This is an optimization exercise on Yosys and OpenROAD, whose aim is a short achievable clock period and few clock cycles per item, not a production implementation.
At most, simulation tests tie the RTL to the original design; equivalence was not proved.
Function not checked in runs 3 to 7: the RTL went through the layout flow alone.
Power is estimated from default activity; no workload was simulated.

<file path="flow/config.mk">
export PLATFORM = sky130hd
export DESIGN_NAME = small_set_membership_table
export DESIGN_NICKNAME = small_set_membership_table
export VERILOG_FILES = /design/flow/design.v
export SDC_FILE = /design/flow/constraint.sdc
export NUM_CORES = 4
export LEC_CHECK = 0
export ABC_CLOCK_PERIOD_IN_PS = 2000
export CAP_MARGIN = 20
export CORE_MARGIN = 2
export CORE_UTILIZATION = 40
export SETUP_SLACK_MARGIN = 3.6
export SLEW_MARGIN = 20
</file>
<file path="flow/constraint.sdc">
create_clock -name core_clock -period 6.0 [get_ports {clk_i}]
set_input_delay 1.2000 -clock core_clock [delete_from_list [all_inputs] [get_ports {clk_i}]]
set_output_delay 1.2000 -clock core_clock [all_outputs]
set_load 0.01 [all_outputs]
</file>
<file path="flow/design.v">
`default_nettype none
package ssmt_pkg;
  localparam int unsigned OP_W           = 2;
  localparam int unsigned VALUE_W        = 16;
  localparam int unsigned COUNT_W        = 7;
  localparam int unsigned DEF_CAPACITY   = 64;
  localparam int unsigned DEF_ELEM_WIDTH = 16;
  typedef enum logic [OP_W-1:0] {
    OP_INSERT = 2'd0,
    OP_DELETE = 2'd1,
    OP_QUERY  = 2'd2,
    OP_CLEAR  = 2'd3
  } ssmt_op_e;
  typedef struct packed {
    logic ins_en;
    logic del_en;
  } ssmt_ctl_t;
endpackage
`default_nettype wire
`default_nettype none
module ssmt_cell #(
  parameter int unsigned ELEM_WIDTH = ssmt_pkg::DEF_ELEM_WIDTH
) (
  input  wire logic                   clk_i,
  input  wire logic                   we_i,
  input  wire logic [ELEM_WIDTH-1:0]  wdata_i,
  input  wire logic [ELEM_WIDTH-1:0]  elem_i,
  output logic                        match_o
);
  logic [ELEM_WIDTH-1:0] entry_q;
  assign match_o = entry_q == elem_i;
  always_ff @(posedge clk_i) begin
    if (we_i) begin
      entry_q <= wdata_i;
    end
  end
endmodule
`default_nettype wire
`default_nettype none
module small_set_membership_table #(
  parameter int unsigned CAPACITY   = ssmt_pkg::DEF_CAPACITY,
  parameter int unsigned ELEM_WIDTH = ssmt_pkg::DEF_ELEM_WIDTH
) (
  input  wire logic                          clk_i,
  input  wire logic                          rst_ni,
  input  wire logic                          start_i,
  output logic                               busy_o,
  input  wire logic [ssmt_pkg::OP_W-1:0]     op_i,
  input  wire logic [ssmt_pkg::VALUE_W-1:0]  value_i,
  output logic                               valid_o,
  output logic                               was_member_o,
  output logic [ssmt_pkg::COUNT_W-1:0]       count_o,
  output logic                               empty_res_o,
  output logic                               full_res_o,
  output logic                               rejected_o
);
  localparam int unsigned CNT_W = $clog2(CAPACITY + 1);
  localparam int unsigned PHYS  = CAPACITY + 3;
  assign busy_o = 1'b0;
  logic                          a_vld_q;
  logic [ssmt_pkg::OP_W-1:0]     a_op_q;
  logic [ELEM_WIDTH-1:0]         a_v_q;
  always_ff @(posedge clk_i or negedge rst_ni) begin
    if (!rst_ni) begin
      a_vld_q <= 1'b0;
    end else begin
      a_vld_q <= start_i;
    end
  end
  always_ff @(posedge clk_i) begin
    a_op_q <= op_i;
    a_v_q  <= ELEM_WIDTH'(value_i);
  end
  logic [PHYS-1:0]       match;
  logic [PHYS-1:0]       fs_q;        
  logic                  b_ins;
  logic [ELEM_WIDTH-1:0] b_v_q;
  for (genvar i = 0; i < PHYS; i++) begin : g_cell
    ssmt_cell #(
      .ELEM_WIDTH(ELEM_WIDTH)
    ) u_cell (
      .clk_i  (clk_i),
      .we_i   (b_ins && fs_q[i]),
      .wdata_i(b_v_q),
      .elem_i (a_v_q),
      .match_o(match[i])
    );
  end
  logic                          b_vld_q;
  logic [ssmt_pkg::OP_W-1:0]     b_op_q;
  logic [PHYS-1:0]               b_m_q;
  logic                          b_eqp_q;
  always_ff @(posedge clk_i or negedge rst_ni) begin
    if (!rst_ni) begin
      b_vld_q <= 1'b0;
    end else begin
      b_vld_q <= a_vld_q;
    end
  end
  always_ff @(posedge clk_i) begin
    b_op_q  <= a_op_q;
    b_v_q   <= a_v_q;
    b_m_q   <= match;
    b_eqp_q <= a_v_q == b_v_q;
  end
  logic [PHYS-1:0]  valid_q, valid_d;
  logic [PHYS-1:0]  pslot_q;          
  logic             pend_q;           
  logic [PHYS-1:0]  fs_d;
  logic [CNT_W-1:0] count_q, count_d;
  logic             full_q;
  logic [PHYS-1:0]  hitv;
  logic             member;
  logic             b_del, b_clr;
  logic             ins_ok;
  logic [PHYS-1:0]  used;
  logic [PHYS:0]    seen;
  assign b_ins = b_vld_q && b_op_q == ssmt_pkg::OP_INSERT;
  assign b_del = b_vld_q && b_op_q == ssmt_pkg::OP_DELETE;
  assign b_clr = b_vld_q && b_op_q == ssmt_pkg::OP_CLEAR;
  assign hitv   = (valid_q & b_m_q) | (pslot_q & {PHYS{pend_q && b_eqp_q}});
  assign member = (|(valid_q & b_m_q)) || (pend_q && b_eqp_q);
  assign ins_ok = b_ins && !member && !full_q;
  always_comb begin
    if (b_clr) begin
      valid_d = '0;
    end else begin
      valid_d = (valid_q | (pslot_q & {PHYS{pend_q}})) & ~(hitv & {PHYS{b_del}});
    end
  end
  assign used    = valid_q | pslot_q | fs_q;
  assign seen[0] = 1'b0;
  for (genvar i = 0; i < PHYS; i++) begin : g_free
    assign fs_d[i]   = !used[i] && !seen[i];
    assign seen[i+1] = seen[i] || !used[i];
  end
  logic [CNT_W-1:0] cnt_mem, cnt_non;
  always_comb begin
    if (b_clr) begin
      cnt_mem = '0;
      cnt_non = '0;
    end else begin
      cnt_mem = b_del ? count_q - CNT_W'(1) : count_q;
      cnt_non = (b_ins && !full_q) ? count_q + CNT_W'(1) : count_q;
    end
  end
  assign count_d = member ? cnt_mem : cnt_non;
  always_ff @(posedge clk_i or negedge rst_ni) begin
    if (!rst_ni) begin
      valid_q <= '0;
      pslot_q <= '0;
      pend_q  <= 1'b0;
      fs_q    <= PHYS'(1);
      count_q <= '0;
      full_q  <= 1'b0;
    end else begin
      valid_q <= valid_d;
      pslot_q <= fs_q;
      pend_q  <= ins_ok;
      fs_q    <= fs_d;
      count_q <= count_d;
      full_q  <= count_d == CNT_W'(CAPACITY);
    end
  end
  logic                          valid_q_r;
  logic                          was_q, empty_q, full_r_q, rej_q;
  logic [ssmt_pkg::COUNT_W-1:0]  cnt_res_q;
  always_ff @(posedge clk_i or negedge rst_ni) begin
    if (!rst_ni) begin
      valid_q_r <= 1'b0;
    end else begin
      valid_q_r <= b_vld_q;
    end
  end
  always_ff @(posedge clk_i) begin
    was_q     <= member;
    cnt_res_q <= ssmt_pkg::COUNT_W'(count_d);
    empty_q   <= count_d == '0;
    full_r_q  <= count_d == CNT_W'(CAPACITY);
    rej_q     <= b_ins && !member && full_q;
  end
  assign valid_o      = valid_q_r;
  assign was_member_o = was_q;
  assign count_o      = cnt_res_q;
  assign empty_res_o  = empty_q;
  assign full_res_o   = full_r_q;
  assign rejected_o   = rej_q;
endmodule
`default_nettype wire
</file>
<file path="flow/run.sh">
#!/bin/bash
# synth_recipe.tcl (not shown) runs the flow's synth.tcl, then flattens the netlist and writes it again
# the make line also repeats each setting of config.mk as NAME=value (left out here)
make -C /OpenROAD-flow-scripts/flow DESIGN_CONFIG=/design/flow/config.mk WORK_HOME=/design/flow/orfs CLKGATE_MAP_FILE= SYNTH_SCRIPT=/design/flow/synth_recipe.tcl finish
</file>
==> impl_metrics.yaml, run 1 <==
run_status:
  run_status: "no timing/DRC/antenna violations"
floorplan:
  row_count: 137
  die_area_mm2: 0.1426
  core_area_mm2: 0.1390
  die_y_um: 377.6
  die_w_um: 377.6
  start_util_pct: 40.17
  io_pins: 34
timing:
  tightestPinTransition_ns: 1.107
  maxSlewHeadroom_pct: 26.23
  fin_setup_tns_ns: 0
  fin_crit_sh_pct: 50.30
  holdWs_ns: 0.3222
  fmax_ghz: 0.3313
  clock_skew_ns: 0.03125
  period_needed_ns: 3.018
  rsz0062_at_grt: "yes"
  hold_violations: 0
  layout_setup_ws_ns: 2.982
  setup_viol: 0
  slew_violations: 0
clock_tree:
  root_buffer: "clkbuf_16"
  cts_sinks: 1400
  cts_tree: "yes"
  clk_latency_ns: 0.77
  hold_buffers: 0
  path_clk_slew_ns: 0.06
  cts_buffer_depth: 3
  cts_buffers: 147
  htree_levels: 4
logic_synthesis:
  async_flop_share_pct: 15.21
  syn_area_mm2: 0.05584
  syn_area_per_cell_um2: 15.18
  synth-seq-cells: 1400
  synthCells: 3678
  ys_seq_area_share_pct: 71.31
  netlist_top_cells_area: "edfxtp_1, xnor2_1, dfrtp_1"
  yosys.area.top_type: "edfxtp_1"
  synth_cell_types: 45
  synth_edf_count: 1072
  synthFlopType: "edfxtp_1"
  synth_top_area_share_pct: 57.64
  yosysWarningCount: 2
  syn-num-nets: 3701
final_layout:
  design_area_mm2: 0.06485
  syn2layout_area_growth_pct: 16.13
  final_cell_mix: "xnor2_1, edfxtp_1, nand4_1"
  layout.cells.non_filler: 5808
  nets: 3832
  final_common_cell: "xnor2_1"
  final_util_pct: 46.65
  layout-drive-gt1-share_pct: 13.61
critical_path:
  cpLargestDelayFamily: "simple AND/OR/NAND/NOR gates"
  cpPeakStageDelay_ns: 0.54
  startpoint_type: "register"
  crit_top_cell: "or4b_4"
  path_buf_inv: 1
  critPathMaxFanout: 3
  crit_slowest_cell: "or4b_4"
  cp.arrival_ns: 3.71
  cp_cell_sequence: "or3_1 -> nand3b_1 -> or4b_4 -> nor4_4 -> buf_4 -> nand3_4 -> or4_4 -> or4b_4 -> and4bb_1"
  end_kind: "register"
  cp.required_ns: 6.69
  critPathLaunch: "pslot_q[51]$_DFF_PN0_"
  r2r-start: "pslot_q[51]$_DFF_PN0_"
  critical_path_class: "reg2reg"
global_route:
  grt_overflow_total: 0
  grt_pass1_vias: 30781
  grt_pass1_wl_mm: 219.9
  grt_use_total_pct: 21.47
  antenna_found_initial: 5
  grt_start_max_net_pins: 174
placed_design:
  dp_hpwl_mm: 75.79
  dp_cells: 5470
  dpl-instance-area_mm2: 0.05861
  globalplace.congestion: 0.8042
  dp_slack_ns: 2.261
  port_buffers: 32
power:
  p_int_mw: 16.24
  swShare_pct: 22.34
  p_per_area_mw_per_mm2: 322.5
  combPwrFrac_pct: 5.1
  power_mw: 20.91
  ir_drop_mv: 0.2635
  p_switching_mw: 4.673
  power.leakage_nw: 20.43
  p_seq_share_pct: 51.5
  power_frac_clock_pct: 43.4
detailed_routing:
  vias: 31315
  first_pass_iters: 5
  finalWirelength_mm: 153.2
  wl_per_cell_um: 26.38
  initialDrtViolationCount: 2703
  viasPerCell: 5.392
  ant_nets: 0
  drc: 0
worst_hold_path:
  hp-class: "in2async"
job:
  maxCapViolations: 0
==> per-layer routing <==
metal / global-route usage [%] / up-vias / share of wire, %
met3: 3.255 / 227 / 6.1
met2: 35.34 / 1025 / 48
met4: 5.525 / 2 / 2.2
met5: 0 / - / 0.0085
met1: 29.74 / 16398 / 44
li1: - / 13663 / -
==> power groups by stage <==
stage / registers (mW) / logic, mW / clock network [mW]
finish: 10.8 / 1.06 / 9.09
global route: 10.8 / 1.14 / 9.61
global placement: 11.0 / 0.971 / 0
floorplan: 10.8 / 0.623 / 0
detailed placement: 11.0 / 0.976 / 0
CTS: 10.8 / 1.04 / 9.23
==> worst paths after layout <==
kind	to	slack [ns]	cells past startpoint
min in group core_clock	b_op_q[0]$_DFF_P_	0.34	0
max in group asynchronous	fs_q[6]$_DFF_PN0_	4.27	2
max reg2reg	fs_q[66]$_DFF_PN0_	2.98	9
max	fs_q[66]$_DFF_PN0_	2.98	9
min reg2reg	b_op_q[0]$_DFF_P_	0.34	0
min	pslot_q[41]$_DFF_PN0_	0.32	1
==> registers in the layout, summed over array words and instances (netlist names) <==
register	cells
was_q	1
full_r_q	1
empty_q	1
a_vld_q	1
g_cell.u_cell.entry_q	1072
b_vld_q	1
full_q	1
b_m_q	67
a_v_q	16
count_q	7
valid_q	67
b_eqp_q	1
b_v_q	16
b_op_q	2
fs_q	67
valid_q_r	1
cnt_res_q	7
pend_q	1
pslot_q	67
rej_q	1
a_op_q	2
==> logic make-up after synthesis <==
kind of cell	Yosys count	share of synthesized area (%)
buf+inv	177	1.196
fa+ha+maj	2	0.04480
flops	1400	71.31
simple gates	846	8.693
other cells	1	0.006715
compound gates	164	1.683
xor+xnor	1088	17.06
==> worst reg2reg max path: cells and delay by family (launching register included) <==
kind                   cells  cell delay [ns]
and+or+nand+nor            8             2.39
DFF                        1             0.38
buffers and inverters      1             0.18
==> area by class of cell <==
type / instances / area (um^2)
Antenna cell: 1 / 2.502
Clock buffer: 205 / 4225
Clock inverter: 66 / 605.6
Fill cell: 11985 / 74160
Inverter: 9 / 33.78
Multi-Input combinational cell: 2101 / 16110
Sequential cell: 1400 / 39950
Tap cell: 1876 / 2347
Timing Repair Buffer: 150 / 1583
==> Yosys cell counts (2+ instances only) <==
master / instances
inv_1: 9
nor4_2: 2
or4b_1: 2
and2_1: 71
nand4_1: 292
dfxtp_1: 115
nor4_1: 92
o21ai_0: 6
dfrtp_1: 212
nor3b_1: 18
xnor2_1: 1088
nand4b_1: 3
buf_1: 85
nor3_1: 132
or3_1: 36
or4_1: 3
nor4b_1: 5
nand3_1: 15
nand3b_1: 3
or4_4: 2
a2bb2oi_1: 2
clkbuf_1: 82
a22oi_1: 31
a211oi_1: 4
and3_1: 9
nor2_1: 32
nand2b_1: 5
a21oi_1: 115
ha_1: 2
nand2_1: 108
edfxtp_1: 1072
nor2b_1: 12
==> timing repair <==
action / 4_1_cts / 5_1_grt
setup endpoints to repair: 1077 / 937
gates cloned: 0 / 0
resized for setup: 202 / 53
pin swaps: 26 / 24
setup buffers: 45 / 21
Testbench counts, summed over its fixed seeds: cycles 32,024, items 32,000.
==> run 2, diff against run 1 <==
--- a/flow/config.mk
+++ b/flow/config.mk
@@ -6,8 +6,6 @@
 export NUM_CORES = 4
 export LEC_CHECK = 0
-export ABC_CLOCK_PERIOD_IN_PS = 2000
 export CAP_MARGIN = 20
 export CORE_MARGIN = 2
 export CORE_UTILIZATION = 40
-export SETUP_SLACK_MARGIN = 3.6
 export SLEW_MARGIN = 20
==> impl_metrics.yaml, run 2 <==
placed_design:
  dp_hpwl_mm: 80.57
  globalplace.congestion: 0.8304
  dpl-instance-area_mm2: 0.05869
  port_buffers: 32
clock_tree:
  clk_latency_ns: 0.77
  cts_sinks: 1400
  path_clk_slew_ns: 0.06
  hold_buffers: 0
  htree_levels: 4
  cts_tree: "yes"
  root_buffer: "clkbuf_16"
  ctsResizeCount: 0
  cts_buffer_depth: 3
  cts_buffers: 149
  post_cts_buffers: 0
logic_synthesis:
  synthCells: 3678
  synth_cell_types: 45
  synthFlopType: "edfxtp_1"
  yosysWarningCount: 2
  synth_edf_count: 1072
  ys_seq_area_share_pct: 71.31
  syn-num-nets: 3701
  syn_area_mm2: 0.05584
  async_flop_share_pct: 15.21
  synth_top_area_share_pct: 57.64
  synth-seq-cells: 1400
  netlist_top_cells_area: "edfxtp_1, xnor2_1, dfrtp_1"
  syn_area_per_cell_um2: 15.18
  yosys.area.top_type: "edfxtp_1"
  netlist_top_cells_count: "xnor2_1, edfxtp_1, nand4_1, dfrtp_1, nor3_1"
  yosysMostFrequentCell: "xnor2_1"
power:
  power_frac_clock_pct: 43.0
  ir_drop_mv: 0.2574
  p_seq_share_pct: 52.1
  power_mw: 20.65
  combPwrFrac_pct: 4.8
  p_per_area_mw_per_mm2: 325.8
  power.leakage_nw: 19.74
  p_int_mw: 15.99
  p_switching_mw: 4.651
  swShare_pct: 22.53
final_layout:
  final_cell_mix: "xnor2_1, edfxtp_1, nand4_1"
  multi_input_area_mm2: 0.01537
  layout-drive-gt1-share_pct: 8.076
  largest_register_ffs: 1072
  antennaDiodeCount: 0
  regMostFlops: "g_cell.u_cell.entry_q"
  register_area_mm2: 0.03995
  design_area_mm2: 0.06336
  fill_cells: 12103
  nets: 3783
  final_common_cell: "xnor2_1"
  syn2layout_area_growth_pct: 13.46
floorplan:
  core_area_mm2: 0.1390
  die_area_mm2: 0.1426
  die_y_um: 377.6
  row_count: 137
  die_w_um: 377.6
  io_pins: 34
  start_util_pct: 40.17
critical_path:
  r2r-end: "fs_q[51]$_DFF_PN0_"
  cp_cell_sequence: "nor3_1 -> or4_4 -> nor4_2 -> o311a_2 -> nand2_1 -> nor3_1 -> nand4_1 -> nor4b_1"
  cp.required_ns: 6.66
  crit_slowest_cell: "or4_4"
  cp.arrival_ns: 4.27
  end_kind: "register"
  path_buf_inv: 0
  endpoint: "fs_q[51]$_DFF_PN0_"
  crit_cells: 8
  cpLargestDelayFamily: "simple AND/OR/NAND/NOR gates"
  ff2ff_path_depth: 8
  critical_path_class: "reg2reg"
  critPathLaunch: "fs_q[0]$_DFF_PN1_"
  r2r-start: "fs_q[0]$_DFF_PN1_"
  critPathMaxFanout: 8
  crit_top_cell: "nor3_1"
  cpPeakStageDelay_ns: 0.59
  ff2ff_setup_slack_ns: 2.39
  startpoint_type: "register"
timing:
  holdWs_ns: 0.3381
  fin_crit_sh_pct: 60.12
  fin_setup_tns_ns: 0
  rsz0062_at_grt: "no"
  clock_skew_ns: 0.02903
  fmax_ghz: 0.2772
  tightestPinTransition_ns: 1.024
  slew_violations: 0
  maxSlewHeadroom_pct: 31.73
  period_needed_ns: 3.607
  hold_violations: 0
  setup_viol: 0
detailed_routing:
  viasPerCell: 5.354
  drc: 0
  vias: 30860
  first_pass_iters: 5
  initialDrtViolationCount: 3116
  ant_nets: 0
  wl_per_cell_um: 26.17
  finalWirelength_mm: 150.8
global_route:
  grt_use_total_pct: 21.31
  grt_overflow_total: 0
  grt_pass1_wl_mm: 217.7
  grt_pass1_vias: 30448
  antenna_found_initial: 8
  grt_start_max_net_pins: 143
run_status:
  run_status: "no timing/DRC/antenna violations"
worst_hold_path:
  hp-class: "reg2reg"
job:
  maxCapViolations: 0
-- run 2: routing by layer --
layer | global-route usage [%] | part of all wire, %
met5 | 0 | 0.017
met4 | 6.792 | 2.5
met3 | 3.323 | 6.5
met2 | 33.40 | 46
met1 | 30.42 | 45
-- run 2: kinds of logic (layout without fill, tap and decap cells) --
| family | count (synthesis) | after routing | synth area share [%] |
|---|---|---|---|
| flip-flops | 1400 | 1400 | 71.31 |
| buffers and inverters | 177 | 387 | 1.196 |
| AND/OR/NAND/NOR | 846 | 846 | 8.693 |
| XOR/XNOR | 1088 | 1088 | 17.06 |
| other | 1 | 1 | 0.006715 |
| adder cells (fa/ha/maj) | 2 | 2 | 0.04480 |
| AO/OA/AOI/OAI | 164 | 164 | 1.683 |
-- run 2: metrics by stage --
stage | util [%] | std cells | worst slack (ns)
after floorplan | - | 3678 | 2.771
after global placement | 42.21 | 5485 | 2.497
after detailed placement | 42.22 | 5485 | 2.459
after CTS | 45.58 | 5764 | 2.426
after global routing | 45.58 | 5764 | 2.126
final | 45.58 | 5764 | 2.393
-- run 2: worst min-delay path by stage --
stage | startpoint | to | slack [ns] | cells past startpoint
floorplan | a_op_q[0]$_DFF_P_ | b_op_q[0]$_DFF_P_ | 0.31 | 0
global placement | a_op_q[0]$_DFF_P_ | b_op_q[0]$_DFF_P_ | 0.34 | 0
detailed placement | a_op_q[1]$_DFF_P_ | b_op_q[1]$_DFF_P_ | 0.32 | 0
CTS | a_op_q[0]$_DFF_P_ | b_op_q[0]$_DFF_P_ | 0.34 | 0
global route | a_op_q[0]$_DFF_P_ | b_op_q[0]$_DFF_P_ | 0.36 | 0
finish | a_op_q[0]$_DFF_P_ | b_op_q[0]$_DFF_P_ | 0.34 | 0
-- run 2: power by group through the flow --
stage                     clock network [mW]  logic, mW  registers (mW)
after global routing                    9.41       1.08            10.8
after floorplan                            0      0.619            10.8
after detailed placement                   0       1.00            11.0
after CTS                               9.03       1.01            10.8
final                                   8.88       1.00            10.8
after global placement                     0      0.996            11.0
-- run 2: cell type report --
class | count | share of cell area (%)
Clock inverter | 54 | 0.7109
Timing Repair Buffer | 99 | 1.564
Inverter | 9 | 0.05332
Clock buffer | 225 | 6.661
Sequential cell | 1400 | 63.05
Multi-Input combinational cell | 2101 | 24.26
Tap cell | 1876 | 3.705
==> run 3, diff against run 2 <==
--- a/flow/design.v
+++ b/flow/design.v
@@ -56,20 +56,10 @@
 );
   localparam int unsigned CNT_W = $clog2(CAPACITY + 1);
-  localparam int unsigned PHYS  = CAPACITY + 3;
+  localparam int unsigned GRP   = 4;                       
+  localparam int unsigned NGRP  = (CAPACITY + 3 + GRP - 1) / GRP;
+  localparam int unsigned PHYS  = NGRP * GRP;
   assign busy_o = 1'b0;
-  logic                          a_vld_q;
-  logic [ssmt_pkg::OP_W-1:0]     a_op_q;
-  logic [ELEM_WIDTH-1:0]         a_v_q;
-  always_ff @(posedge clk_i or negedge rst_ni) begin
-    if (!rst_ni) begin
-      a_vld_q <= 1'b0;
-    end else begin
-      a_vld_q <= start_i;
-    end
-  end
-  always_ff @(posedge clk_i) begin
-    a_op_q <= op_i;
-    a_v_q  <= ELEM_WIDTH'(value_i);
-  end
+  logic [ELEM_WIDTH-1:0] elem;
+  assign elem = ELEM_WIDTH'(value_i);
   logic [PHYS-1:0]       match;
   logic [PHYS-1:0]       fs_q;        
@@ -83,5 +73,5 @@
       .we_i   (b_ins && fs_q[i]),
       .wdata_i(b_v_q),
-      .elem_i (a_v_q),
+      .elem_i (elem),
       .match_o(match[i])
     );
@@ -95,12 +85,12 @@
       b_vld_q <= 1'b0;
     end else begin
-      b_vld_q <= a_vld_q;
+      b_vld_q <= start_i;
     end
   end
   always_ff @(posedge clk_i) begin
-    b_op_q  <= a_op_q;
-    b_v_q   <= a_v_q;
+    b_op_q  <= op_i;
+    b_v_q   <= elem;
     b_m_q   <= match;
-    b_eqp_q <= a_v_q == b_v_q;
+    b_eqp_q <= elem == b_v_q;
   end
   logic [PHYS-1:0]  valid_q, valid_d;
@@ -109,11 +99,10 @@
   logic [PHYS-1:0]  fs_d;
   logic [CNT_W-1:0] count_q, count_d;
-  logic             full_q;
+  logic             full_q, full_d;
+  logic             empty_d;
   logic [PHYS-1:0]  hitv;
   logic             member;
   logic             b_del, b_clr;
   logic             ins_ok;
-  logic [PHYS-1:0]  used;
-  logic [PHYS:0]    seen;
   assign b_ins = b_vld_q && b_op_q == ssmt_pkg::OP_INSERT;
   assign b_del = b_vld_q && b_op_q == ssmt_pkg::OP_DELETE;
@@ -129,9 +118,22 @@
     end
   end
-  assign used    = valid_q | pslot_q | fs_q;
-  assign seen[0] = 1'b0;
-  for (genvar i = 0; i < PHYS; i++) begin : g_free
-    assign fs_d[i]   = !used[i] && !seen[i];
-    assign seen[i+1] = seen[i] || !used[i];
+  logic [PHYS-1:0] freev;
+  logic [NGRP-1:0] gfree;
+  logic [NGRP-1:0] gfirst;
+  assign freev = ~(valid_q | pslot_q | fs_q);
+  for (genvar g = 0; g < NGRP; g++) begin : g_grp
+    assign gfree[g]  = |freev[g*GRP +: GRP];
+    if (g == 0) begin : g_first
+      assign gfirst[g] = gfree[g];
+    end else begin : g_rest
+      assign gfirst[g] = gfree[g] && !(|gfree[g-1:0]);
+    end
+    for (genvar j = 0; j < GRP; j++) begin : g_slot
+      if (j == 0) begin : g_j0
+        assign fs_d[g*GRP+j] = gfirst[g] && freev[g*GRP+j];
+      end else begin : g_jn
+        assign fs_d[g*GRP+j] = gfirst[g] && freev[g*GRP+j] && !(|freev[g*GRP +: j]);
+      end
+    end
   end
   logic [CNT_W-1:0] cnt_mem, cnt_non;
@@ -146,4 +148,6 @@
   end
   assign count_d = member ? cnt_mem : cnt_non;
+  assign full_d  = member ? cnt_mem == CNT_W'(CAPACITY) : cnt_non == CNT_W'(CAPACITY);
+  assign empty_d = member ? cnt_mem == '0 : cnt_non == '0;
   always_ff @(posedge clk_i or negedge rst_ni) begin
     if (!rst_ni) begin
@@ -160,5 +164,5 @@
       fs_q    <= fs_d;
       count_q <= count_d;
-      full_q  <= count_d == CNT_W'(CAPACITY);
+      full_q  <= full_d;
     end
   end
@@ -176,6 +180,6 @@
     was_q     <= member;
     cnt_res_q <= ssmt_pkg::COUNT_W'(count_d);
-    empty_q   <= count_d == '0;
-    full_r_q  <= count_d == CNT_W'(CAPACITY);
+    empty_q   <= empty_d;
+    full_r_q  <= full_d;
     rej_q     <= b_ins && !member && full_q;
   end
--- a/flow/config.mk
+++ b/flow/config.mk
@@ -6,6 +6,8 @@
 export NUM_CORES = 4
 export LEC_CHECK = 0
+export ABC_CLOCK_PERIOD_IN_PS = 2000
 export CAP_MARGIN = 20
 export CORE_MARGIN = 2
 export CORE_UTILIZATION = 40
+export SETUP_SLACK_MARGIN = 3.6
 export SLEW_MARGIN = 20
==> impl_metrics.yaml, run 3 <==
run_status:
  run_status: "no timing/DRC/antenna violations"
logic_synthesis:
  async_flop_share_pct: 15.35
  synthCells: 3618
  syn_area_mm2: 0.05635
  yosysWarningCount: 2
  syn_area_per_cell_um2: 15.58
  synthFlopType: "edfxtp_1"
  synth_edf_count: 1088
  synth_top_area_share_pct: 57.98
  netlist_top_cells_area: "edfxtp_1, xnor2_1, dfrtp_1"
  netlist_top_cells_count: "xnor2_1, edfxtp_1, nand4_1, dfrtp_1, a21oi_1"
  synth-seq-cells: 1401
  yosys.area.top_type: "edfxtp_1"
  synth_cell_types: 58
  ys_seq_area_share_pct: 71.01
  yosysMostFrequentCell: "xnor2_1"
  syn-num-nets: 3641
timing:
  clock_skew_ns: 0.02433
  hold_violations: 0
  period_needed_ns: 2.905
  setup_viol: 0
  slew_violations: 0
  rsz0062_at_grt: "yes"
  fmax_ghz: 0.3442
  fin_crit_sh_pct: 48.42
  tightestPinTransition_ns: 1.212
  maxSlewHeadroom_pct: 18.56
  fin_setup_tns_ns: 0
final_layout:
  syn2layout_area_growth_pct: 14.61
  multi_input_area_mm2: 0.01620
  register_area_mm2: 0.04009
  antennaDiodeCount: 0
  layout-drive-gt1-share_pct: 12.13
  final_cell_mix: "xnor2_1, edfxtp_1, nand4_1"
  final_common_cell: "xnor2_1"
  regMostFlops: "g_cell.u_cell.entry_q"
  nets: 3726
  layout.cells.non_filler: 5700
  fill_cells: 12080
  largest_register_ffs: 1088
placed_design:
  dp_cells: 5394
  globalplace.congestion: 0.8051
  dp_hpwl_mm: 73.15
  port_buffers: 32
global_route:
  use_met1_pct: 28.41
  grt-busiest-layer: "met2"
  grt_pass1_wl_mm: 210.7
  grt_use_total_pct: 20.18
  grt_start_max_net_pins: 126
  met2_usage_pct: 32.89
  grt_pass1_vias: 30149
  antenna_found_initial: 5
  use_met3_pct: 2.707
  grt_overflow_total: 0
critical_path:
  cpLargestDelayFamily: "simple AND/OR/NAND/NOR gates"
  critical_path_class: "reg2reg"
  startpoint_type: "register"
  end_kind: "register"
  path_buf_inv: 0
  cp.arrival_ns: 3.51
  cp.required_ns: 6.61
  cp_cell_sequence: "a222oi_1 -> nand4_1 -> or4_4 -> nor2_4 -> mux2i_1 -> mux2i_2 -> a211oi_2"
  crit_slowest_cell: "a222oi_1"
  critPathMaxFanout: 3
  cpPeakStageDelay_ns: 0.75
clock_tree:
  htree_levels: 4
  cts_buffer_depth: 3
  cts_tree: "yes"
  cts_sinks: 1401
  root_buffer: "clkbuf_16"
  clk_latency_ns: 0.75
  hold_buffers: 0
  cts_buffers: 147
  path_clk_slew_ns: 0.06
detailed_routing:
  drc: 0
  initialDrtViolationCount: 3024
  first_pass_iters: 5
  wl_per_cell_um: 25.37
  viasPerCell: 5.386
  vias: 30701
  finalWirelength_mm: 144.6
  ant_nets: 0
floorplan:
  die_w_um: 379.3
  io_pins: 34
  die_area_mm2: 0.1439
  core_area_mm2: 0.1397
  die_y_um: 379.3
  start_util_pct: 40.34
  row_count: 137
job:
  maxCapViolations: 0
power:
  power.leakage_nw: 20.56
  p_per_area_mw_per_mm2: 324.1
  ir_drop_mv: 0.2261
  power_mw: 20.94
worst_hold_path:
  hp-class: "reg2reg"
-- run 3: worst register-to-register path: cells and delay by family (launching register included) --
kind | cells | cell delay, ns
flops | 1 | 0.39
mux | 2 | 0.63
compound gates | 2 | 0.82
simple gates | 3 | 0.94
-- run 3: layout make-up --
cell class	instances	share of cell area [%]
Timing Repair Buffer	108	1.645
Clock inverter	31	0.5385
Sequential cell	1401	62.07
Clock buffer	239	7.007
Multi-Input combinational cell	2040	25.08
Tap cell	1876	3.634
Inverter	5	0.02906
-- run 3: power by group --
group          total [mW]  switching, mW  leakage (nW)  internal [mW]
logic                1.12          0.712          4.62          0.408
registers            10.7          0.161          13.6           10.5
clock network        9.11           3.66          2.38           5.44
-- run 3: cells by family (layout without fill, tap and decap cells) --
group,after synthesis,after routing,synth area share [%]
DFF,1401,1401,71.01
xor gates and xnor gates,1111,1111,17.27
and+or+nand+nor,658,660,7.209
buffers and inverters,179,383,1.201
other,1,1,0.006654
muxes,7,7,0.1243
AOI/OAI and AO/OA,259,259,3.142
adders and majority gates,2,2,0.04440
-- run 3: metrics by stage --
step / setup slack [ns] / util, % / cell area, um^2 / hold slack, ns
3_3_place_gp: 2.297 / 42.12 / 58840 / 0.3716
5_1_grt: 3.032 / 46.23 / 64590 / 0.3994
2_1_floorplan: 3.480 / - / 56490 / 0.3587
6_report: 3.095 / 46.23 / 64590 / 0.3867
4_1_cts: 3.171 / 45.99 / 64250 / 0.3826
3_5_place_dp: 2.297 / 42.12 / 58840 / 0.3779
-- run 3: path summary, 6_finish.rpt --
check	startpoint	endpoint	slack, ns	depth (start not counted)
worst max-delay path	valid_q[8]$_DFF_PN0_	full_q$_DFF_PN0_	3.09	7
worst min-delay path	fs_q[7]$_DFF_PN0_	pslot_q[7]$_DFF_PN0_	0.39	0
worst min register to register	fs_q[7]$_DFF_PN0_	pslot_q[7]$_DFF_PN0_	0.39	0
max in group asynchronous	rst_ni	pend_q$_DFF_PN0_	4.30	2
min in group asynchronous	rst_ni	full_q$_DFF_PN0_	0.47	1
worst max register to register	valid_q[8]$_DFF_PN0_	full_q$_DFF_PN0_	3.09	7
-- run 3: routing by layer --
metal | vias to the layer above | part of all wire, %
li1 | 13544 | -
met2 | 894 | 48
met5 | - | 0
met1 | 16055 | 45
met3 | 208 | 5.4
met4 | 0 | 2.2
-- run 3: what timing repair did --
action	CTS	global route
gates resized for setup	169	53
cloned	2	0
setup endpoints to repair	793	106
pin swaps	12	11
setup buffers	22	12
endpoints found under the hold margin	0	0
==> run 4, diff against run 3 <==
--- a/flow/config.mk
+++ b/flow/config.mk
@@ -6,8 +6,8 @@
 export NUM_CORES = 4
 export LEC_CHECK = 0
-export ABC_CLOCK_PERIOD_IN_PS = 2000
+export ABC_CLOCK_PERIOD_IN_PS = 1500
 export CAP_MARGIN = 20
 export CORE_MARGIN = 2
-export CORE_UTILIZATION = 40
-export SETUP_SLACK_MARGIN = 3.6
+export CORE_UTILIZATION = 60
+export SETUP_SLACK_MARGIN = 3.8
 export SLEW_MARGIN = 20
==> impl_metrics.yaml, run 4 <==
run_status:
  run_status: "no timing/DRC/antenna violations"
power:
  combPwrFrac_pct: 5.9
  ir_drop_mv: 0.3183
  p_seq_share_pct: 51.5
  swShare_pct: 21.94
  power_mw: 20.81
  p_per_area_mw_per_mm2: 322.9
  p_int_mw: 16.24
  power.leakage_nw: 20.90
  power_frac_clock_pct: 42.6
  p_switching_mw: 4.566
clock_tree:
  cts_buffer_depth: 3
  cts_sinks: 1401
  root_buffer: "clkbuf_16"
  cts_buffers: 144
  cts_tree: "yes"
  htree_levels: 4
  clk_latency_ns: 0.75
  path_clk_slew_ns: 0.06
placed_design:
  port_buffers: 32
  dp_hpwl_mm: 77.26
  globalplace.congestion: 0.8386
final_layout:
  regMostFlops: "g_cell.u_cell.entry_q"
  final_cell_mix: "xnor2_1, edfxtp_1, nand4_1"
  syn2layout_area_growth_pct: 14.34
  final_util_pct: 69.15
  final_common_cell: "xnor2_1"
  nets: 3749
  register_area_mm2: 0.04009
  largest_register_ffs: 1088
  fill_cells: 6216
  layout-drive-gt1-share_pct: 14.24
  multi_input_area_mm2: 0.01650
timing:
  fin_crit_sh_pct: 47.41
  fin_setup_tns_ns: 0
  setup_viol: 0
  slew_violations: 0
  maxSlewHeadroom_pct: 26.39
  fmax_ghz: 0.3516
  clock_skew_ns: 0.01946
  hold_violations: 0
  rsz0062_at_grt: "yes"
  tightestPinTransition_ns: 1.096
  period_needed_ns: 2.844
logic_synthesis:
  yosysWarningCount: 2
  synth_top_area_share_pct: 57.98
  synth_cell_types: 58
  netlist_top_cells_area: "edfxtp_1, xnor2_1, dfrtp_1"
  synthFlopType: "edfxtp_1"
  syn_area_per_cell_um2: 15.58
  netlist_top_cells_count: "xnor2_1, edfxtp_1, nand4_1, dfrtp_1, a21oi_1"
  async_flop_share_pct: 15.35
  syn-num-nets: 3641
  yosys.area.top_type: "edfxtp_1"
  ys_seq_area_share_pct: 71.01
  yosysMostFrequentCell: "xnor2_1"
  synth-seq-cells: 1401
  syn_area_mm2: 0.05635
  synthCells: 3618
  synth_edf_count: 1088
critical_path:
  ff2ff_setup_slack_ns: 3.16
  critPathMaxFanout: 4
  end_kind: "register"
  startpoint_type: "register"
  r2r-start: "valid_q[1]$_DFF_PN0_"
  ff2ff_path_depth: 8
  critical_path_class: "reg2reg"
  cp.required_ns: 6.61
  r2r-end: "full_q$_DFF_PN0_"
  cp.arrival_ns: 3.45
global_route:
  grt_overflow_total: 0
  grt_start_max_net_pins: 120
  grt_pass1_wl_mm: 220.7
  grt_pass1_vias: 32207
  grt_use_total_pct: 32.34
  antenna_found_initial: 4
floorplan:
  die_w_um: 310.5
  die_area_mm2: 0.09639
  die_y_um: 310.5
  row_count: 112
  start_util_pct: 60.47
  core_area_mm2: 0.09319
  io_pins: 34
worst_hold_path:
  hp-class: "reg2reg"
  holdCritStartpoint: "fs_q[4]$_DFF_PN0_"
  hold_end: "pslot_q[4]$_DFF_PN0_"
  hold_depth: 0
detailed_routing:
  initialDrtViolationCount: 3828
  viasPerCell: 6.263
  wl_per_cell_um: 30.20
  finalWirelength_mm: 154.1
  vias: 31959
  ant_nets: 0
  drc: 0
  first_pass_iters: 8
job:
  maxCapViolations: 0
run 4: cell counts after synthesis:
Identical to the previous run, type by type.
run 4: cell type report:
class,count,share of cell area [%]
antenna,1,0.003883
clock buffer,228,6.839
clock inverter,40,0.5087
inverter,5,0.03301
multi-input combinational,2040,25.60
sequential,1401,62.22
tap,1254,2.435
timing repair buffer,134,2.361
run 4: worst max-delay path by stage:
stage,startpoint,endpoint,depth (start not counted)
3_5_place_dp,value_i[13],b_m_q[52]$_DFF_P_,5
5_1_grt,valid_q[24]$_DFF_PN0_,fs_q[66]$_DFF_PN0_,9
6_report,valid_q[1]$_DFF_PN0_,full_q$_DFF_PN0_,8
3_3_place_gp,value_i[13],b_m_q[52]$_DFF_P_,5
4_1_cts,pslot_q[9]$_DFF_PN0_,fs_q[65]$_DFF_PN0_,9
2_1_floorplan,valid_q[12]$_DFF_PN0_,fs_q[65]$_DFF_PN0_,9
run 4: repair_timing:
item	4_1_cts	5_1_grt
setup endpoints to repair	1284	243
cloned	2	2
gates resized for setup	237	99
setup buffers	28	18
pin swaps	24	35
hold buffers	0	0
run 4: kinds of logic (layout without fill, tap and decap cells):
family	after synthesis	in the layout	synth area share (%)
flops	1401	1401	71.01
simple gates	658	660	7.209
xor+xnor	1111	1111	17.27
other cells	1	2	0.006654
mux	7	7	0.1243
buf+inv	179	407	1.201
compound gates	259	259	3.142
fa+ha+maj	2	2	0.04440
run 4: power groups by stage:
stage / logic, mW / clock network, mW / registers, mW
after floorplan: 0.714 / 0 / 10.9
after global placement: 1.09 / 0 / 10.9
after detailed placement: 1.11 / 0 / 10.9
after CTS: 1.17 / 8.97 / 10.7
after global routing: 1.29 / 9.35 / 10.7
final: 1.22 / 8.87 / 10.7
run 4: layer usage:
metal / vias to the layer above / wire, um / track usage, %
met2: 1389 / 74650 / 52.87
li1: 13605 / - / -
met4: 0 / 4576 / 10.37
met1: 16666 / 63540 / 44.85
met5: - / 0 / 0
met3: 299 / 11330 / 5.238
run 4: worst max-delay path, stage by stage, from the launching register on:
cell and delay (ns):
dfrtp_1 0.40, a22o_1 0.25, a221oi_4 0.36, nand4_1 0.15
or4_4 0.59, nor2_4 0.25, mux2i_2 0.31, mux2i_2 0.31
a211oi_2 0.07
run 4: metrics by stage:
stage,setup slack (ns),instance area [um^2],hold slack (ns),instances
6_report,3.156,64440,0.3826,5103
5_1_grt,3.079,64430,0.3978,5102
4_1_cts,3.166,63770,0.3845,5082
3_5_place_dp,2.040,58200,0.3749,4784
3_3_place_gp,2.021,58200,0.3684,4784
2_1_floorplan,3.480,56840,0.3586,3618
==> run 5, diff against run 4 <==
--- a/flow/design.v
+++ b/flow/design.v
@@ -56,12 +56,18 @@
 );
   localparam int unsigned CNT_W = $clog2(CAPACITY + 1);
-  localparam int unsigned GRP   = 4;                       
-  localparam int unsigned NGRP  = (CAPACITY + 3 + GRP - 1) / GRP;
+  localparam int unsigned NGRP  = 4;
+  localparam int unsigned GRP   = (CAPACITY + 2 + NGRP + 1 + NGRP - 1) / NGRP;
   localparam int unsigned PHYS  = NGRP * GRP;
   assign busy_o = 1'b0;
   logic [ELEM_WIDTH-1:0] elem;
   assign elem = ELEM_WIDTH'(value_i);
+  logic [PHYS-1:0]  valid_q, valid_d;
+  logic [PHYS-1:0]  pslot_q;          
+  logic             pend_q;           
+  logic [PHYS-1:0]  fs_q, fs_d;       
+  logic [NGRP-1:0]  gsel_q, gsel_d;   
+  logic [PHYS-1:0]  live;             
+  assign live = valid_q | (pslot_q & {PHYS{pend_q}});
   logic [PHYS-1:0]       match;
-  logic [PHYS-1:0]       fs_q;        
   logic                  b_ins;
   logic [ELEM_WIDTH-1:0] b_v_q;
@@ -79,6 +85,8 @@
   logic                          b_vld_q;
   logic [ssmt_pkg::OP_W-1:0]     b_op_q;
-  logic [PHYS-1:0]               b_m_q;
-  logic                          b_eqp_q;
+  logic [PHYS-1:0]               b_m_q;     
+  logic                          b_eqp_q;   
+  logic                          delok_q;   
+  logic                          clr_q;     
   always_ff @(posedge clk_i or negedge rst_ni) begin
     if (!rst_ni) begin
@@ -91,48 +99,47 @@
     b_op_q  <= op_i;
     b_v_q   <= elem;
-    b_m_q   <= match;
+    b_m_q   <= match & live;
     b_eqp_q <= elem == b_v_q;
   end
-  logic [PHYS-1:0]  valid_q, valid_d;
-  logic [PHYS-1:0]  pslot_q;          
-  logic             pend_q;           
-  logic [PHYS-1:0]  fs_d;
   logic [CNT_W-1:0] count_q, count_d;
   logic             full_q, full_d;
   logic             empty_d;
-  logic [PHYS-1:0]  hitv;
   logic             member;
   logic             b_del, b_clr;
-  logic             ins_ok;
+  logic             ins_ok, del_ok;
   assign b_ins = b_vld_q && b_op_q == ssmt_pkg::OP_INSERT;
   assign b_del = b_vld_q && b_op_q == ssmt_pkg::OP_DELETE;
   assign b_clr = b_vld_q && b_op_q == ssmt_pkg::OP_CLEAR;
-  assign hitv   = (valid_q & b_m_q) | (pslot_q & {PHYS{pend_q && b_eqp_q}});
-  assign member = (|(valid_q & b_m_q)) || (pend_q && b_eqp_q);
+  assign member = ((|b_m_q) && !clr_q && !(delok_q && b_eqp_q)) || (pend_q && b_eqp_q);
   assign ins_ok = b_ins && !member && !full_q;
+  assign del_ok = b_del && member;
   always_comb begin
     if (b_clr) begin
       valid_d = '0;
     end else begin
-      valid_d = (valid_q | (pslot_q & {PHYS{pend_q}})) & ~(hitv & {PHYS{b_del}});
+      valid_d = live & ~({PHYS{b_del}} & (b_m_q | (pslot_q & {PHYS{pend_q && b_eqp_q}})));
     end
   end
   logic [PHYS-1:0] freev;
-  logic [NGRP-1:0] gfree;
-  logic [NGRP-1:0] gfirst;
+  logic [NGRP-1:0] two;
   assign freev = ~(valid_q | pslot_q | fs_q);
   for (genvar g = 0; g < NGRP; g++) begin : g_grp
-    assign gfree[g]  = |freev[g*GRP +: GRP];
+    logic [GRP-1:0] f;
+    logic [GRP:0]   any, more;
+    assign f       = freev[g*GRP +: GRP];
+    assign any[0]  = 1'b0;
+    assign more[0] = 1'b0;
+    for (genvar j = 0; j < GRP; j++) begin : g_slot
+      assign fs_d[g*GRP+j] = gsel_q[g] && f[j] && !any[j];
+      assign any[j+1]      = any[j] || f[j];
+      assign more[j+1]     = more[j] || (any[j] && f[j]);
+    end
+    assign two[g] = more[GRP];
+  end
+  for (genvar g = 0; g < NGRP; g++) begin : g_gsel
     if (g == 0) begin : g_first
-      assign gfirst[g] = gfree[g];
+      assign gsel_d[g] = two[g];
     end else begin : g_rest
-      assign gfirst[g] = gfree[g] && !(|gfree[g-1:0]);
-    end
-    for (genvar j = 0; j < GRP; j++) begin : g_slot
-      if (j == 0) begin : g_j0
-        assign fs_d[g*GRP+j] = gfirst[g] && freev[g*GRP+j];
-      end else begin : g_jn
-        assign fs_d[g*GRP+j] = gfirst[g] && freev[g*GRP+j] && !(|freev[g*GRP +: j]);
-      end
+      assign gsel_d[g] = two[g] && !(|two[g-1:0]);
     end
   end
@@ -155,5 +162,8 @@
       pslot_q <= '0;
       pend_q  <= 1'b0;
+      delok_q <= 1'b0;
+      clr_q   <= 1'b0;
       fs_q    <= PHYS'(1);
+      gsel_q  <= NGRP'(1);
       count_q <= '0;
       full_q  <= 1'b0;
@@ -162,5 +172,8 @@
       pslot_q <= fs_q;
       pend_q  <= ins_ok;
+      delok_q <= del_ok;
+      clr_q   <= b_clr;
       fs_q    <= fs_d;
+      gsel_q  <= gsel_d;
       count_q <= count_d;
       full_q  <= full_d;
--- a/flow/config.mk
+++ b/flow/config.mk
@@ -9,5 +9,5 @@
 export CAP_MARGIN = 20
 export CORE_MARGIN = 2
-export CORE_UTILIZATION = 60
+export CORE_UTILIZATION = 50
 export SETUP_SLACK_MARGIN = 3.8
 export SLEW_MARGIN = 20
==> impl_metrics.yaml, run 5 <==
run_status:
  run_status: "no timing/DRC/antenna violations"
floorplan:
  start_util_pct: 50.37
  row_count: 127
  core_area_mm2: 0.1198
  die_y_um: 351.4
  die_w_um: 351.4
  die_area_mm2: 0.1235
  io_pins: 34
timing:
  setup_viol: 0
  rsz0062_at_grt: "yes"
  fmax_ghz: 0.3723
  slew_violations: 0
  fin_setup_tns_ns: 0
  fin_crit_sh_pct: 44.76
  hold_violations: 0
  holdWs_ns: 0.3257
  maxSlewHeadroom_pct: 30.35
  tightestPinTransition_ns: 1.045
  period_needed_ns: 2.686
  clock_skew_ns: 0.02686
final_layout:
  nets: 4133
  syn2layout_area_growth_pct: 14.84
  layout-drive-gt1-share_pct: 13.03
  regMostFlops: "g_cell.u_cell.entry_q"
  final_util_pct: 57.84
  largest_register_ffs: 1152
  final_cell_mix: "xor2_1, edfxtp_1, nor4_1"
  final_common_cell: "xor2_1"
clock_tree:
  clk_latency_ns: 0.79
  path_clk_slew_ns: 0.06
  root_buffer: "clkbuf_16"
  htree_levels: 4
  cts_tree: "yes"
  cts_buffers: 157
  cts_buffer_depth: 3
  cts_sinks: 1487
placed_design:
  globalplace.congestion: 0.8078
  port_buffers: 32
  dp_hpwl_mm: 84.25
logic_synthesis:
  synth_top_area_share_pct: 57.33
  synth_cell_types: 64
  async_flop_share_pct: 15.67
  ys_seq_area_share_pct: 70.38
  netlist_top_cells_area: "edfxtp_1, xor2_1, dfrtp_1"
  synth_edf_count: 1152
  netlist_top_cells_count: "xor2_1, edfxtp_1, nor4_1, dfrtp_1, nor3_1"
  syn-num-nets: 4015
  synth-seq-cells: 1487
  syn_area_per_cell_um2: 15.12
  syn_area_mm2: 0.06035
  yosysWarningCount: 2
  synthCells: 3992
  yosys.area.top_type: "edfxtp_1"
  yosysMostFrequentCell: "xor2_1"
  synthFlopType: "edfxtp_1"
global_route:
  antenna_found_initial: 6
  grt_pass1_vias: 33385
  grt_overflow_total: 0
  grt_start_max_net_pins: 125
  grt_use_total_pct: 27.34
  grt_pass1_wl_mm: 239.7
critical_path:
  startpoint_type: "register"
  r2r-start: "b_m_q[61]$_DFF_P_"
  cp.required_ns: 6.65
  crit_slowest_cell: "nor4_4"
  r2r-end: "full_q$_DFF_PN0_"
  path_buf_inv: 2
  critical_path_class: "reg2reg"
  ff2ff_setup_slack_ns: 3.31
  cpPeakStageDelay_ns: 0.46
  cp.arrival_ns: 3.33
  crit_top_cell: "buf_6"
  end_kind: "register"
  cpLargestDelayFamily: "simple AND/OR/NAND/NOR gates"
  critPathMaxFanout: 8
  critPathLaunch: "b_m_q[61]$_DFF_P_"
  cp_cell_sequence: "nor4_4 -> nand4_1 -> nor3_2 -> buf_6 -> a21o_4 -> buf_6 -> mux2i_2 -> xor2_1 -> a2111oi_2"
  crit_cells: 9
  ff2ff_path_depth: 9
  endpoint: "full_q$_DFF_PN0_"
detailed_routing:
  first_pass_iters: 8
  finalWirelength_mm: 169.8
  wl_per_cell_um: 28.98
  wl_met2_mm: 80.23
  vias: 34215
  wl_met3_mm: 11.35
  ant_nets: 0
  initialDrtViolationCount: 3548
  drt-met1-wl_mm: 74.80
  viasPerCell: 5.838
  highest_layer: "met4"
  drc: 0
power:
  p_per_area_mw_per_mm2: 320.9
  power.leakage_nw: 25.02
  ir_drop_mv: 0.2877
  power_mw: 22.24
worst_hold_path:
  hp-class: "in2async"
job:
  maxCapViolations: 0
run 5: changes by cell type after synthesis, moves of 22 or more:
cell | before | now
nand4_1 | 286 | 87
a221o_1 | 68 | 0
a211o_1 | 0 | 73
edfxtp_1 | 1088 | 1152
xnor2_1 | 1106 | 20
nor4_1 | 80 | 247
nor3_1 | 65 | 210
nor2_1 | 17 | 48
xor2_1 | 5 | 1156
nand2_1 | 24 | 46
run 5: metal layers:
layer,GRT usage (%),vias to the layer above
met5,0,-
met4,6.820,0
met3,4.008,242
met2,43.77,1242
met1,39.53,17849
li1,-,14882
run 5: worst min-delay path by stage:
stage / start / end / slack (ns) / cells after the start
3_5_place_dp: fs_q[9]$_DFF_PN0_ / pslot_q[9]$_DFF_PN0_ / 0.37 / 0
6_report: rst_ni / pslot_q[70]$_DFF_PN0_ / 0.33 / 1
3_3_place_gp: fs_q[68]$_DFF_PN0_ / pslot_q[68]$_DFF_PN0_ / 0.37 / 0
2_1_floorplan: fs_q[1]$_DFF_PN0_ / pslot_q[1]$_DFF_PN0_ / 0.36 / 0
4_1_cts: rst_ni / pslot_q[70]$_DFF_PN0_ / 0.31 / 1
5_1_grt: rst_ni / pslot_q[70]$_DFF_PN0_ / 0.35 / 1
run 5: what timing repair did:
item | CTS | global route
pin swaps | 22 | 25
endpoints found under the setup margin | 976 | 1043
hold buffers | 0 | 0
resized for setup | 260 | 102
gates cloned | 3 | 6
buffers inserted | 16 | 18
run 5: metrics by stage:
step | cell area, um^2 | setup slack (ns) | instances
2_1_floorplan | 61930 | 3.782 | 3992
3_3_place_gp | 62600 | 2.493 | 5520
3_5_place_dp | 62610 | 2.469 | 5520
4_1_cts | 68600 | 3.310 | 5833
5_1_grt | 69290 | 3.251 | 5857
6_report | 69300 | 3.314 | 5861
run 5: layout make-up:
type                       instances  area (um^2)
fill                            9276        50510
sequential                      1487        42550
multi-input combinational       2322        17790
clock buffer                     235         4648
tap                             1612         2017
timing repair buffer             137         1774
clock inverter                    59        494.2
inverter                           5        21.27
antenna                            4        10.01
run 5: kinds of logic (layout without fill, tap and decap cells):
| family | after synthesis | after routing | share of synthesized area, % |
|---|---|---|---|
| buffers and inverters | 185 | 436 | 1.219 |
| AO/OA/AOI/OAI | 287 | 287 | 3.004 |
| multiplexers | 8 | 8 | 0.1348 |
| XOR/XNOR | 1176 | 1176 | 17.07 |
| AND/OR/NAND/NOR | 839 | 841 | 8.034 |
| flip-flops | 1487 | 1487 | 70.38 |
| other | 1 | 5 | 0.006214 |
| adder cells (fa/ha/maj) | 9 | 9 | 0.1576 |
run 5: where the power goes:
group / total (mW) / switching, mW / internal [mW] / leakage, nW
Sequential: 11.3 / 0.145 / 11.2 / 14.4
Combinational: 1.24 / 0.847 / 0.390 / 8.06
Clock: 9.68 / 4.01 / 5.66 / 2.55
Total: 22.2 / 5.01 / 17.2 / 25.0
==> run 6, diff against run 5 <==
--- a/flow/config.mk
+++ b/flow/config.mk
@@ -9,5 +9,6 @@
 export CAP_MARGIN = 20
 export CORE_MARGIN = 2
-export CORE_UTILIZATION = 50
+export CORE_UTILIZATION = 65
+export PLACE_DENSITY = 0.75
 export SETUP_SLACK_MARGIN = 3.8
 export SLEW_MARGIN = 20
==> impl_metrics.yaml, run 6 <==
critical_path:
  cpPeakStageDelay_ns: 0.45
  end_kind: "register"
  cp_cell_sequence: "nor4_4 -> nand4_1 -> nor3_4 -> buf_12 -> a21o_4 -> mux2i_1 -> a21oi_2 -> a2111oi_2"
  crit_slowest_cell: "nor4_4"
  critical_path_class: "reg2reg"
  critPathMaxFanout: 6
  ff2ff_setup_slack_ns: 3.38
  ff2ff_path_depth: 8
  r2r-end: "full_q$_DFF_PN0_"
  path_buf_inv: 1
  cpLargestDelayFamily: "simple AND/OR/NAND/NOR gates"
  startpoint_type: "register"
  cp.arrival_ns: 3.23
  cp.required_ns: 6.62
  r2r-start: "b_m_q[21]$_DFF_P_"
floorplan:
  die_area_mm2: 0.09529
  row_count: 111
  io_pins: 34
  die_y_um: 308.7
  start_util_pct: 65.73
  core_area_mm2: 0.09180
  die_w_um: 308.7
logic_synthesis:
  netlist_top_cells_area: "edfxtp_1, xor2_1, dfrtp_1"
  netlist_top_cells_count: "xor2_1, edfxtp_1, nor4_1, dfrtp_1, nor3_1"
  synth-seq-cells: 1487
  synthFlopType: "edfxtp_1"
  synth_top_area_share_pct: 57.33
  synth-simple-area-share_pct: 8.034
  syn-num-nets: 4015
  synth-adder-area-share_pct: 0.1576
  synthMuxAreaShare_pct: 0.1348
  yosysMostFrequentCell: "xor2_1"
  syn_area_mm2: 0.06035
  yosysWarningCount: 2
  synth_edf_count: 1152
  syn_area_per_cell_um2: 15.12
  yosys.area.top_type: "edfxtp_1"
  ys_seq_area_share_pct: 70.38
  synth-compound-area-share_pct: 3.004
  synth_top_family_by_area: "XOR/XNOR gates"
  synth_xor_area_share_pct: 17.07
  synthCells: 3992
  synth_cell_types: 64
  async_flop_share_pct: 15.67
timing:
  hold_violations: 0
  fin_setup_tns_ns: 0
  slew_violations: 0
  tightestPinTransition_ns: 1.207
  fmax_ghz: 0.3823
  fin_crit_sh_pct: 43.59
  setup_viol: 0
  layout_setup_ws_ns: 3.385
  maxSlewHeadroom_pct: 19.51
  rsz0062_at_grt: "yes"
  clock_skew_ns: 0.02765
  period_needed_ns: 2.615
final_layout:
  design_area_mm2: 0.06827
  largest_register_ffs: 1152
  final_common_cell: "xor2_1"
  final_cell_mix: "xor2_1, edfxtp_1, nor4_1"
  layout-drive-gt1-share_pct: 12.16
  fill_cells: 5495
  regMostFlops: "g_cell.u_cell.entry_q"
  layout.cells.non_filler: 5446
  nets: 4102
  syn2layout_area_growth_pct: 13.13
worst_hold_path:
  hp-class: "reg2reg"
  holdCritStartpoint: "fs_q[2]$_DFF_PN0_"
  hold_end: "pslot_q[2]$_DFF_PN0_"
  hold_depth: 0
placed_design:
  dp_cells: 5138
  globalplace.congestion: 0.8656
  dp_slack_ns: 2.266
  port_buffers: 32
  dp_hpwl_mm: 77.97
  dpl-instance-area_mm2: 0.06211
detailed_routing:
  drc: 0
  first_pass_iters: 5
  initialDrtViolationCount: 4364
  vias: 34785
  wl_per_cell_um: 29.61
  ant_nets: 0
  viasPerCell: 6.387
  finalWirelength_mm: 161.2
global_route:
  grt_start_max_net_pins: 115
  grt_pass1_vias: 33323
  grt_overflow_total: 0
  antenna_found_initial: 5
  grt_pass1_wl_mm: 225.2
  grt_use_total_pct: 33.35
clock_tree:
  cts_buffer_depth: 3
  htree_levels: 4
  cts_sinks: 1487
  clk_latency_ns: 0.75
  cts_tree: "yes"
  cts_buffers: 146
  path_clk_slew_ns: 0.06
  root_buffer: "clkbuf_16"
power:
  ir_drop_mv: 0.3073
  power.leakage_nw: 24.75
  p_per_area_mw_per_mm2: 317.8
run_status:
  run_status: "no timing/DRC/antenna violations"
job:
  maxCapViolations: 0
==> run 6: cell counts after synthesis <==
No cell type changed its count.
==> run 6: area by class of cell <==
| class | count | area, um^2 | area share, % |
|---|---|---|---|
| clock inverters | 50 | 434.2 | 0.6359 |
| multi-input cells | 2320 | 17670 | 25.89 |
| clock buffers | 220 | 4384 | 6.422 |
| flip-flops and latches | 1487 | 42550 | 62.32 |
| repair buffers | 119 | 1649 | 2.416 |
| diodes | 2 | 5.005 | 0.007331 |
| inverters | 5 | 21.27 | 0.03116 |
| well taps | 1243 | 1555 | 2.278 |
==> run 6: how the worst max path moves through the flow <==
stage | from | end | slack (ns) | depth (start not counted)
after floorplan | value_i[7] | b_m_q[67]$_DFF_P_ | 3.78 | 6
after global placement | b_m_q[21]$_DFF_P_ | full_q$_DFF_PN0_ | 1.84 | 7
after detailed placement | b_m_q[21]$_DFF_P_ | full_q$_DFF_PN0_ | 2.27 | 7
after CTS | b_m_q[21]$_DFF_P_ | full_q$_DFF_PN0_ | 3.43 | 8
after global routing | b_m_q[21]$_DFF_P_ | full_q$_DFF_PN0_ | 3.32 | 8
final | b_m_q[21]$_DFF_P_ | full_q$_DFF_PN0_ | 3.38 | 8
==> run 6: timing repair <==
item                                    in CTS  in global routing
cloned                                       3                  6
hold buffers                                 0                  0
pin swaps                                   12                 21
setup buffers                               12                 15
endpoints found under the setup margin    1295                 82
hold endpoints to repair                     0                  0
gates resized for setup                    229                 61
==> run 6: layer usage <==
metal / routed length (um) / global-route usage [%] / vias up / share of wire (%)
met5: 13 / 0 / - / 0.0081
met3: 17270 / 6.837 / 350 / 11
li1: - / - / 14814 / -
met2: 74460 / 51.86 / 2007 / 46
met1: 63560 / 47.75 / 17612 / 39
met4: 5933 / 11.11 / 2 / 3.7
==> run 6: power by group <==
part	switching [mW]	internal, mW	total (mW)
Sequential	0.148	11.2	11.3
Combinational	0.840	0.388	1.23
Clock	3.80	5.35	9.15
==> run 6: logic make-up (layout without fill, tap and decap cells) <==
group / after synthesis / after routing
fa+ha+maj: 9 / 9
buf+inv: 185 / 394
xor+xnor: 1176 / 1176
other cells: 1 / 3
compound gates: 287 / 287
simple gates: 839 / 839
mux: 8 / 8
flops: 1487 / 1487
==> run 6: worst reg2reg max path: stages, from the launching register on <==
cell and delay, ns:
dfxtp_2 0.35, nor4_4 0.45, nand4_1 0.38, nor3_4 0.28, buf_12 0.16, a21o_4 0.19
mux2i_1 0.23, a21oi_2 0.09, a2111oi_2 0.37
==> run 6: through the flow <==
| stage | power, mW | utilization, % | hold slack, ns |
|---|---|---|---|
| 6_report | 21.70 | 74.37 | 0.3810 |
| 5_1_grt | 22.21 | 74.36 | 0.3853 |
| 4_1_cts | 21.67 | 73.75 | 0.3809 |
| 3_5_place_dp | 12.64 | 67.66 | 0.3721 |
| 3_3_place_gp | 12.62 | 67.65 | 0.3649 |
| 2_1_floorplan | 12.26 | - | 0.3585 |
==> run 7, diff against run 6 <==
--- a/flow/design.v
+++ b/flow/design.v
@@ -60,6 +60,18 @@
   localparam int unsigned PHYS  = NGRP * GRP;
   assign busy_o = 1'b0;
-  logic [ELEM_WIDTH-1:0] elem;
-  assign elem = ELEM_WIDTH'(value_i);
+  logic                          a_vld_q;
+  logic [ssmt_pkg::OP_W-1:0]     a_op_q;
+  logic [ELEM_WIDTH-1:0]         a_v_q;
+  always_ff @(posedge clk_i or negedge rst_ni) begin
+    if (!rst_ni) begin
+      a_vld_q <= 1'b0;
+    end else begin
+      a_vld_q <= start_i;
+    end
+  end
+  always_ff @(posedge clk_i) begin
+    a_op_q <= op_i;
+    a_v_q   <= ELEM_WIDTH'(value_i);
+  end
   logic [PHYS-1:0]  valid_q, valid_d;
   logic [PHYS-1:0]  pslot_q;          
@@ -79,5 +91,5 @@
       .we_i   (b_ins && fs_q[i]),
       .wdata_i(b_v_q),
-      .elem_i (elem),
+      .elem_i (a_v_q),
       .match_o(match[i])
     );
@@ -93,12 +105,12 @@
       b_vld_q <= 1'b0;
     end else begin
-      b_vld_q <= start_i;
-    end
-  end
-  always_ff @(posedge clk_i) begin
-    b_op_q  <= op_i;
-    b_v_q   <= elem;
+      b_vld_q <= a_vld_q;
+    end
+  end
+  always_ff @(posedge clk_i) begin
+    b_op_q  <= a_op_q;
+    b_v_q   <= a_v_q;
     b_m_q   <= match & live;
-    b_eqp_q <= elem == b_v_q;
+    b_eqp_q <= a_v_q == b_v_q;
   end
   logic [CNT_W-1:0] count_q, count_d;
@@ -145,4 +157,9 @@
   end
   logic [CNT_W-1:0] cnt_mem, cnt_non;
+  logic             at_one, at_top;    
+  logic             empty_q_s;         
+  assign at_one    = count_q == CNT_W'(1);
+  assign at_top    = count_q == CNT_W'(CAPACITY - 1);
+  assign empty_q_s = count_q == '0;
   always_comb begin
     if (b_clr) begin
@@ -155,6 +172,6 @@
   end
   assign count_d = member ? cnt_mem : cnt_non;
-  assign full_d  = member ? cnt_mem == CNT_W'(CAPACITY) : cnt_non == CNT_W'(CAPACITY);
-  assign empty_d = member ? cnt_mem == '0 : cnt_non == '0;
+  assign full_d  = !b_clr && (member ? (!b_del && full_q) : (full_q || (b_ins && at_top)));
+  assign empty_d = b_clr || (member ? (b_del && at_one) : (empty_q_s && !b_ins));
   always_ff @(posedge clk_i or negedge rst_ni) begin
     if (!rst_ni) begin
==> impl_metrics.yaml, run 7 <==
floorplan:
  start_util_pct: 65.25
  io_pins: 34
  core_area_mm2: 0.09291
  die_y_um: 309.4
  die_area_mm2: 0.09572
  die_w_um: 309.4
  row_count: 112
power:
  p_int_mw: 17.05
  combPwrFrac_pct: 5.8
  power.leakage_nw: 25.34
  power_frac_clock_pct: 41.9
  p_seq_share_pct: 52.3
  ir_drop_mv: 0.3358
  p_switching_mw: 4.981
  p_per_area_mw_per_mm2: 318.9
  power_mw: 22.03
  swShare_pct: 22.61
clock_tree:
  cts_buffer_depth: 3
  cts_tree: "yes"
  cts_sinks: 1506
  root_buffer: "clkbuf_16"
  clk_latency_ns: 0.76
  cts_buffers: 150
  htree_levels: 4
  hold_buffers: 0
  path_clk_slew_ns: 0.06
critical_path:
  r2r-start: "b_m_q[11]$_DFF_P_"
  startpoint_type: "register"
  critical_path_class: "reg2reg"
  cp.required_ns: 6.66
  end_kind: "register"
  critPathMaxFanout: 6
  cpPeakStageDelay_ns: 0.51
  critPathLaunch: "b_m_q[11]$_DFF_P_"
  cp.arrival_ns: 3.20
  crit_slowest_cell: "nor4_1"
  cp_cell_sequence: "nor4_1 -> nand4_1 -> nor4_4 -> a21oi_4 -> nor3_4 -> a41oi_2 -> mux2i_1"
  path_buf_inv: 0
  cpLargestDelayFamily: "simple AND/OR/NAND/NOR gates"
logic_synthesis:
  synth_top_area_share_pct: 57.07
  synth-adder-area-share_pct: 0.2147
  synth-simple-area-share_pct: 8.010
  yosys.area.top_type: "edfxtp_1"
  synth_edf_count: 1152
  synthCells: 3987
  netlist_top_cells_count: "xor2_1, edfxtp_1, nor4_1, dfrtp_1, nor3_1"
  synth_xor_area_share_pct: 16.90
  syn_area_mm2: 0.06062
  synthMuxAreaShare_pct: 0.1176
  synth-seq-cells: 1506
  synth_cell_types: 64
  ys_seq_area_share_pct: 70.69
  synth_top_family_by_area: "XOR/XNOR gates"
  synth-compound-area-share_pct: 2.848
  yosysWarningCount: 2
  yosysMostFrequentCell: "xor2_1"
  syn_area_per_cell_um2: 15.20
  syn-num-nets: 4012
  netlist_top_cells_area: "edfxtp_1, xor2_1, dfrtp_1"
  async_flop_share_pct: 15.54
  synthFlopType: "edfxtp_1"
global_route:
  grt_start_max_net_pins: 132
  antenna_found_initial: 4
  grt_overflow_total: 0
  grt_pass1_wl_mm: 237.2
  grt_pass1_vias: 34630
  grt_use_total_pct: 35.14
detailed_routing:
  drc: 0
  ant_nets: 0
  vias: 36015
  first_pass_iters: 5
  viasPerCell: 6.545
  initialDrtViolationCount: 4545
  wl_per_cell_um: 30.90
  finalWirelength_mm: 170.0
timing:
  maxSlewHeadroom_pct: 24.97
  setup_viol: 0
  clock_skew_ns: 0.02446
  fmax_ghz: 0.3935
  layout_setup_ws_ns: 3.459
  hold_violations: 0
  slew_violations: 0
  fin_setup_tns_ns: 0
  fin_crit_sh_pct: 42.35
  period_needed_ns: 2.541
  rsz0062_at_grt: "yes"
  tightestPinTransition_ns: 1.125
final_layout:
  syn2layout_area_growth_pct: 13.93
  nets: 4144
  largest_register_ffs: 1152
  design_area_mm2: 0.06907
  regMostFlops: "g_cell.u_cell.entry_q"
  layout-drive-gt1-share_pct: 13.47
  final_common_cell: "xor2_1"
  fill_cells: 5531
  final_cell_mix: "xor2_1, edfxtp_1, nor4_1"
placed_design:
  dp_slack_ns: 2.450
  dpl-instance-area_mm2: 0.06246
  port_buffers: 32
  dp_hpwl_mm: 76.60
  globalplace.congestion: 0.8593
worst_hold_path:
  hp-class: "reg2reg"
  holdCritStartpoint: "a_op_q[1]$_DFF_P_"
run_status:
  run_status: "no timing/DRC/antenna violations"
job:
  maxCapViolations: 0
[run 7: what timing repair did]
action | 4_1_cts | 5_1_grt
endpoints found under the setup margin | 1340 | 435
endpoints found under the hold margin | 0 | 0
pin swaps | 24 | 20
cloned | 2 | 4
buffers inserted | 59 | 17
gates resized for setup | 188 | 69
[run 7: worst paths after layout]
path                                    endpoint  slack (ns)  cells after the start
setup / recovery            count_q[4]$_DFF_PN0_        3.46                      7
hold / removal                 b_op_q[1]$_DFF_P_        0.32                      0
setup reg to reg            count_q[4]$_DFF_PN0_        3.46                      7
hold reg to reg                b_op_q[1]$_DFF_P_        0.32                      0
max in group asynchronous  valid_q[46]$_DFF_PN0_        4.24                      2
min in group asynchronous    valid_q_r$_DFF_PN0_        0.47                      1
[run 7: through the flow]
stage               hold WS, ns  util [%]  instances
detailed placement       0.3128     67.23       5139
CTS                      0.3257     73.77       5480
floorplan                0.3096         -       3987
finish                   0.3225     74.34       5503
global route             0.3381     74.33       5501
global placement         0.3116     67.22       5138
[run 7: power by group through the flow]
stage	clock network, mW	logic, mW	registers, mW
after floorplan	0	0.630	11.6
after global placement	0	0.967	11.8
after detailed placement	0	0.982	11.8
after CTS	9.25	1.19	11.5
after global routing	9.68	1.33	11.5
final	9.23	1.28	11.5
[run 7: cells by family after synthesis]
group,count (synthesis)
DFF,1506
xor gates and xnor gates,1170
and+or+nand+nor,826
AOI/OAI and AO/OA,276
buffers and inverters,189
adders and majority gates,12
muxes,7
other,1
[run 7: area by class of cell]
class | instances | area [um^2] | area share [%]
flip-flops and latches | 1506 | 42990 | 62.25
multi-input cells | 2292 | 17600 | 25.48
clock buffers | 213 | 4299 | 6.225
repair buffers | 163 | 2019 | 2.924
well taps | 1254 | 1569 | 2.272
clock inverters | 67 | 560.5 | 0.8116
inverters | 6 | 22.52 | 0.03261
diodes | 2 | 5.005 | 0.007247
[run 7: per-layer routing]
layer / track usage, % / part of all wire (%)
met5: 0 / 0.0076
met4: 12.18 / 3.8
met3: 6.968 / 11
met2: 54.48 / 46
met1: 50.45 / 39
